This is an optimization exercise on Yosys and OpenROAD, whose aim is small area, a short achievable clock period and few clock cycles per item, not a production implementation. Only simulation tests tie the RTL to the original design; equivalence was not proved.

Design servo_ramp_trigger_controller_unit, start of the top module:
module servo_ramp_trigger_controller_unit (
   input  wire         clock,
   input  wire         reset,
   input  wire         req_tvalid,
   output logic        req_tready,
   input  wire  [55:0] req_tdata,
   output logic        rsp_tvalid,
   input  wire         rsp_tready,
   output logic [31:0] rsp_tdata,
   input  wire         csr_valid,
   output logic        csr_ready,
   input  wire  [7:0]  csr_index,
   input  wire  [10:0] csr_data
);
   logic               bistable_mode_ff;
   logic               trigger_active_low_ff;
   logic [US_W-1:0]    min_pulse_us_ff;
   logic [US_W-1:0]    pulse_span_us_ff;
   logic               adv;
   logic               in_fire;
   logic               v2;
   logic               act;
   logic [DELTA_W-1:0] delta;
   logic [CODE_W-1:0]  state_code;
   logic [POS_W-1:0]   phase;
   logic [PULSE_W-1:0] rsp_pulse_us;
   logic [CODE_W-1:0]  rsp_ramp_state;
   logic [POS_W-1:0]   rsp_phase;
   assign csr_ready = !reset;
   always_ff @(posedge clock) begin
      if (reset) begin
         bistable_mode_ff      <= 1'b1;
         trigger_active_low_ff <= 1'b1;
         min_pulse_us_ff       <= MIN_PULSE_RESET;
         pulse_span_us_ff      <= PULSE_SPAN_RESET;
      end else if (csr_valid) begin
         case (csr_index)
            CSR_BISTABLE_MODE:      bistable_mode_ff      <= csr_data[0];
            CSR_TRIGGER_ACTIVE_LOW: trigger_active_low_ff <= csr_data[0];
            CSR_MIN_PULSE_US:       min_pulse_us_ff       <= csr_data;
            CSR_PULSE_SPAN_US:      pulse_span_us_ff      <= csr_data;
            default: begin
            end
         endcase
      end
   end
   srtc_useq u_useq (
      .clock     (clock),
      .reset     (reset),
      .req_valid (req_tvalid),
      .rsp_ready (rsp_tready),
      .adv       (adv),
      .in_fire   (in_fire),
      .v2        (v2),
      .rsp_valid (rsp_tvalid)
   );
  ...
For scale: ~4000 cells after synthesis, ~34000 sq um of cells after synthesis.
export LEC_CHECK = 0
export ABC_AREA = 1
export CAP_MARGIN = 20
export CORE_MARGIN = 2
export CORE_UTILIZATION = 40
export CTS_BUF_LIST = sky130_fd_sc_hd__clkbuf_4 sky130_fd_sc_hd__clkbuf_8
export CTS_CLUSTER_DIAMETER = 50
export CTS_CLUSTER_SIZE = 22
export SETUP_SLACK_MARGIN = 5
export SLEW_MARGIN = 20
export SYNTH_HIERARCHICAL = 1
create_clock -name core_clock -period 9.5 [get_ports {clock}]
standard.sh (not shown) runs the stock make flow with config.mk's settings and CLKGATE_MAP_FILE= SYNTH_SCRIPT=/design/flow/synth_recipe.tcl, a recipe that flattens the netlist after the stock synthesis.
==> flow/flow/run.sh <==
#!/bin/bash
# The standard layout with two changes: the port buffers are plain
# sky130_fd_sc_hd__buf_1 cells (every port still gets one), and one netlist
# clean-up runs between synthesis and floorplan: flow/polarity.py removes
# inverters between full adders by choosing each full adder's polarity
# (registers and all other cells stay as the standard synthesis made them).
# Each tool's output goes to its own log.
set -u
cp standard.sh standard_sh_copy.txt
bash standard.sh synth > std_synth.log 2>&1 || exit 1
R=orfs/results/${FLOW_PLATFORM}/servo_ramp_trigger_controller_unit/base
cp $R/1_2_yosys.v yosys_netlist_before_polarity.v
if python3 flow/polarity.py $R/1_2_yosys.v polarity_out.v > polarity.log 2>&1; then
   cp polarity_out.v $R/1_2_yosys.v
   touch $R/1_2_yosys.v
fi
export BUFFER_PORTS_ARGS="-buffer_cell sky130_fd_sc_hd__buf_1"
bash standard.sh "BUFFER_PORTS_ARGS=-buffer_cell sky130_fd_sc_hd__buf_1" finish > std_finish.log 2>&1 || exit 1
Other scripts of this flow, unchanged in this note and not shown: flow/flow/polarity.py
Testbench counts at the start, summed over its fixed seeds: cycles 8,160, items 8,000.
Change:
==> flow/flow/run.sh (replaced) <==
#!/bin/bash
# The standard layout with one netlist clean-up between synthesis and
# floorplan: flow/polarity.py removes inverters between full adders by
# choosing each full adder's polarity (registers and all other cells stay as
# the standard synthesis made them). Each tool's output goes to its own log.
set -u
cp standard.sh standard_sh_copy.txt
bash standard.sh synth > std_synth.log 2>&1 || exit 1
R=orfs/results/${FLOW_PLATFORM}/servo_ramp_trigger_controller_unit/base
cp $R/1_2_yosys.v yosys_netlist_before_polarity.v
if python3 flow/polarity.py $R/1_2_yosys.v polarity_out.v > polarity.log 2>&1; then
   cp polarity_out.v $R/1_2_yosys.v
   touch $R/1_2_yosys.v
fi
bash standard.sh finish > std_finish.log 2>&1 || exit 1
- CTS_BUF_LIST: sky130_fd_sc_hd__clkbuf_4 sky130_fd_sc_hd__clkbuf_8 -> unset
- CTS_CLUSTER_DIAMETER: 50 -> unset
- CTS_CLUSTER_SIZE: 22 -> unset
The new run finished clean.
Via count grows by about 0.43%.
Flip-flop and latch count is unchanged.
Global-route usage barely changes.
Maximum frequency is about the same.
Hold slack got worse by 0.0070 ns.
Cell area grows by 2.6%.
Die area stays the same.
Utilization grows by 1.1 points.


servo_ramp_trigger_controller_unit again, from the RTL that the note above started with.
==> flow/config.mk <==
export PLATFORM = sky130hd
export DESIGN_NAME = servo_ramp_trigger_controller_unit
export DESIGN_NICKNAME = servo_ramp_trigger_controller_unit
export VERILOG_FILES = /design/flow/design.v
export SDC_FILE = /design/flow/constraint.sdc
export NUM_CORES = 4
export LEC_CHECK = 0
export ABC_AREA = 1
export CAP_MARGIN = 20
export CORE_MARGIN = 2
export CORE_UTILIZATION = 40
export CTS_BUF_LIST = sky130_fd_sc_hd__clkbuf_4 sky130_fd_sc_hd__clkbuf_8
export SETUP_SLACK_MARGIN = 5
export SLEW_MARGIN = 20
export SYNTH_HIERARCHICAL = 1
==> flow/constraint.sdc <==
create_clock -name core_clock -period 9.5 [get_ports {clock}]
set_input_delay 1.9000 -clock core_clock [delete_from_list [all_inputs] [get_ports {clock}]]
set_output_delay 1.9000 -clock core_clock [all_outputs]
set_load 0.01 [all_outputs]
==> flow/flow/run.sh <==
#!/bin/bash
# The standard layout with two changes: the port buffers are plain
# sky130_fd_sc_hd__buf_1 cells (every port still gets one), and one netlist
# clean-up runs between synthesis and floorplan: flow/polarity.py removes
# inverters between full adders by choosing each full adder's polarity
# (registers and all other cells stay as the standard synthesis made them).
# Each tool's output goes to its own log.
set -u
cp standard.sh standard_sh_copy.txt
bash standard.sh synth > std_synth.log 2>&1 || exit 1
R=orfs/results/${FLOW_PLATFORM}/servo_ramp_trigger_controller_unit/base
cp $R/1_2_yosys.v yosys_netlist_before_polarity.v
if python3 flow/polarity.py $R/1_2_yosys.v polarity_out.v > polarity.log 2>&1; then
   cp polarity_out.v $R/1_2_yosys.v
   touch $R/1_2_yosys.v
fi
export BUFFER_PORTS_ARGS="-buffer_cell sky130_fd_sc_hd__buf_1"
bash standard.sh "BUFFER_PORTS_ARGS=-buffer_cell sky130_fd_sc_hd__buf_1" finish > std_finish.log 2>&1 || exit 1
Other scripts of this flow, unchanged in this note and not shown: flow/flow/polarity.py
Testbench counts at the start, summed over its fixed seeds: cycles 8,160, items 8,000.
==> next run, changes <==
CTS_BUF_LIST = sky130_fd_sc_hd__clkbuf_8 sky130_fd_sc_hd__clkbuf_16   (was sky130_fd_sc_hd__clkbuf_4 sky130_fd_sc_hd__clkbuf_8)
CTS_CLUSTER_DIAMETER = 80   (was not set)
CTS_CLUSTER_SIZE = 36   (was not set)
Outcome: Critical path depth is unchanged; register-to-register slack improved by 0.02 ns; wire length drops by 1.4%; die area stays the same.


Another version of the RTL of servo_ramp_trigger_controller_unit (not shown whole).
Size: roughly 120 I/O pins.
Settings: LEC_CHECK=0, ABC_AREA=1, CAP_MARGIN=20, CORE_MARGIN=2, CORE_UTILIZATION=40, SETUP_SLACK_MARGIN=5, SLEW_MARGIN=20, SYNTH_HIERARCHICAL=1; clock period 9.5 ns.
run.sh (not shown) runs the stock make flow with config.mk's settings and CLKGATE_MAP_FILE= SYNTH_SCRIPT=/design/flow/synth_recipe.tcl, a recipe that flattens the netlist after the stock synthesis.
Stock flow here: none of the scripts above is used.
Testbench counts at the start, summed over its fixed seeds: cycles 8,128, items 8,000.
Edit:
SETUP_SLACK_MARGIN = 4   (was 5)
Effect: Die area is unchanged; cell area drops by 14%; via count went down by 5.5%; global-route usage went down by 0.79 points; register-to-register slack degrades by 0.74 ns; clock-buffer cell count fell by 4; synthesized area is unchanged; first-iteration DRC count rose by 2.6%.

[separate check: timing with driven ports]
Ports are ideal in the flow. The routed layouts listed here were re-timed in OpenROAD. Step 1 assumes that a clkbuf_16 drives the clock port and a buf_2 every other input. Step 2 times the ports against the registers' clock, not the clock port: input delays grow and output delays shrink by t, the midpoint of the rising clock arrivals with the driver on. Slacks: ideal / step 1 / step 2; pairs: ideal / step 1.
| run | t (ns) | setup slack, ns | clock arrival spread, ns | worst slew at a driven data input, ns | pins driven straight from the clock port |
|---|---|---|---|---|---|
| the first run of note 1 | 0.753 | 5.044 / 5.021 / 5.021 | 0.080 / 0.080 | 0.04 | 1 |
| the second run of note 1 | 0.645 | 5.030 / 5.008 / 4.699 | 0.030 / 0.030 | 0.05 | 1 |
| the first run of note 2 | 0.719 | 4.984 / 4.959 / 4.959 | 0.044 / 0.044 | 0.04 | 1 |
| the second run of note 2 | 0.659 | 5.039 / 5.016 / 5.016 | 0.051 / 0.050 | 0.04 | 1 |
| the first run of note 3 | 0.659 | 4.978 / 4.978 / 4.804 | 0.024 / 0.023 | 0.13 | 1 |
| the second run of note 3 | 0.667 | 4.121 / 4.095 / 4.095 | 0.021 / 0.021 | 0.13 | 1 |
After both steps setup and hold are still met in every run listed. The setup slack of the second run of note 1, which loses most, moves by -0.022 ns with the drivers and by -0.331 ns with both steps.
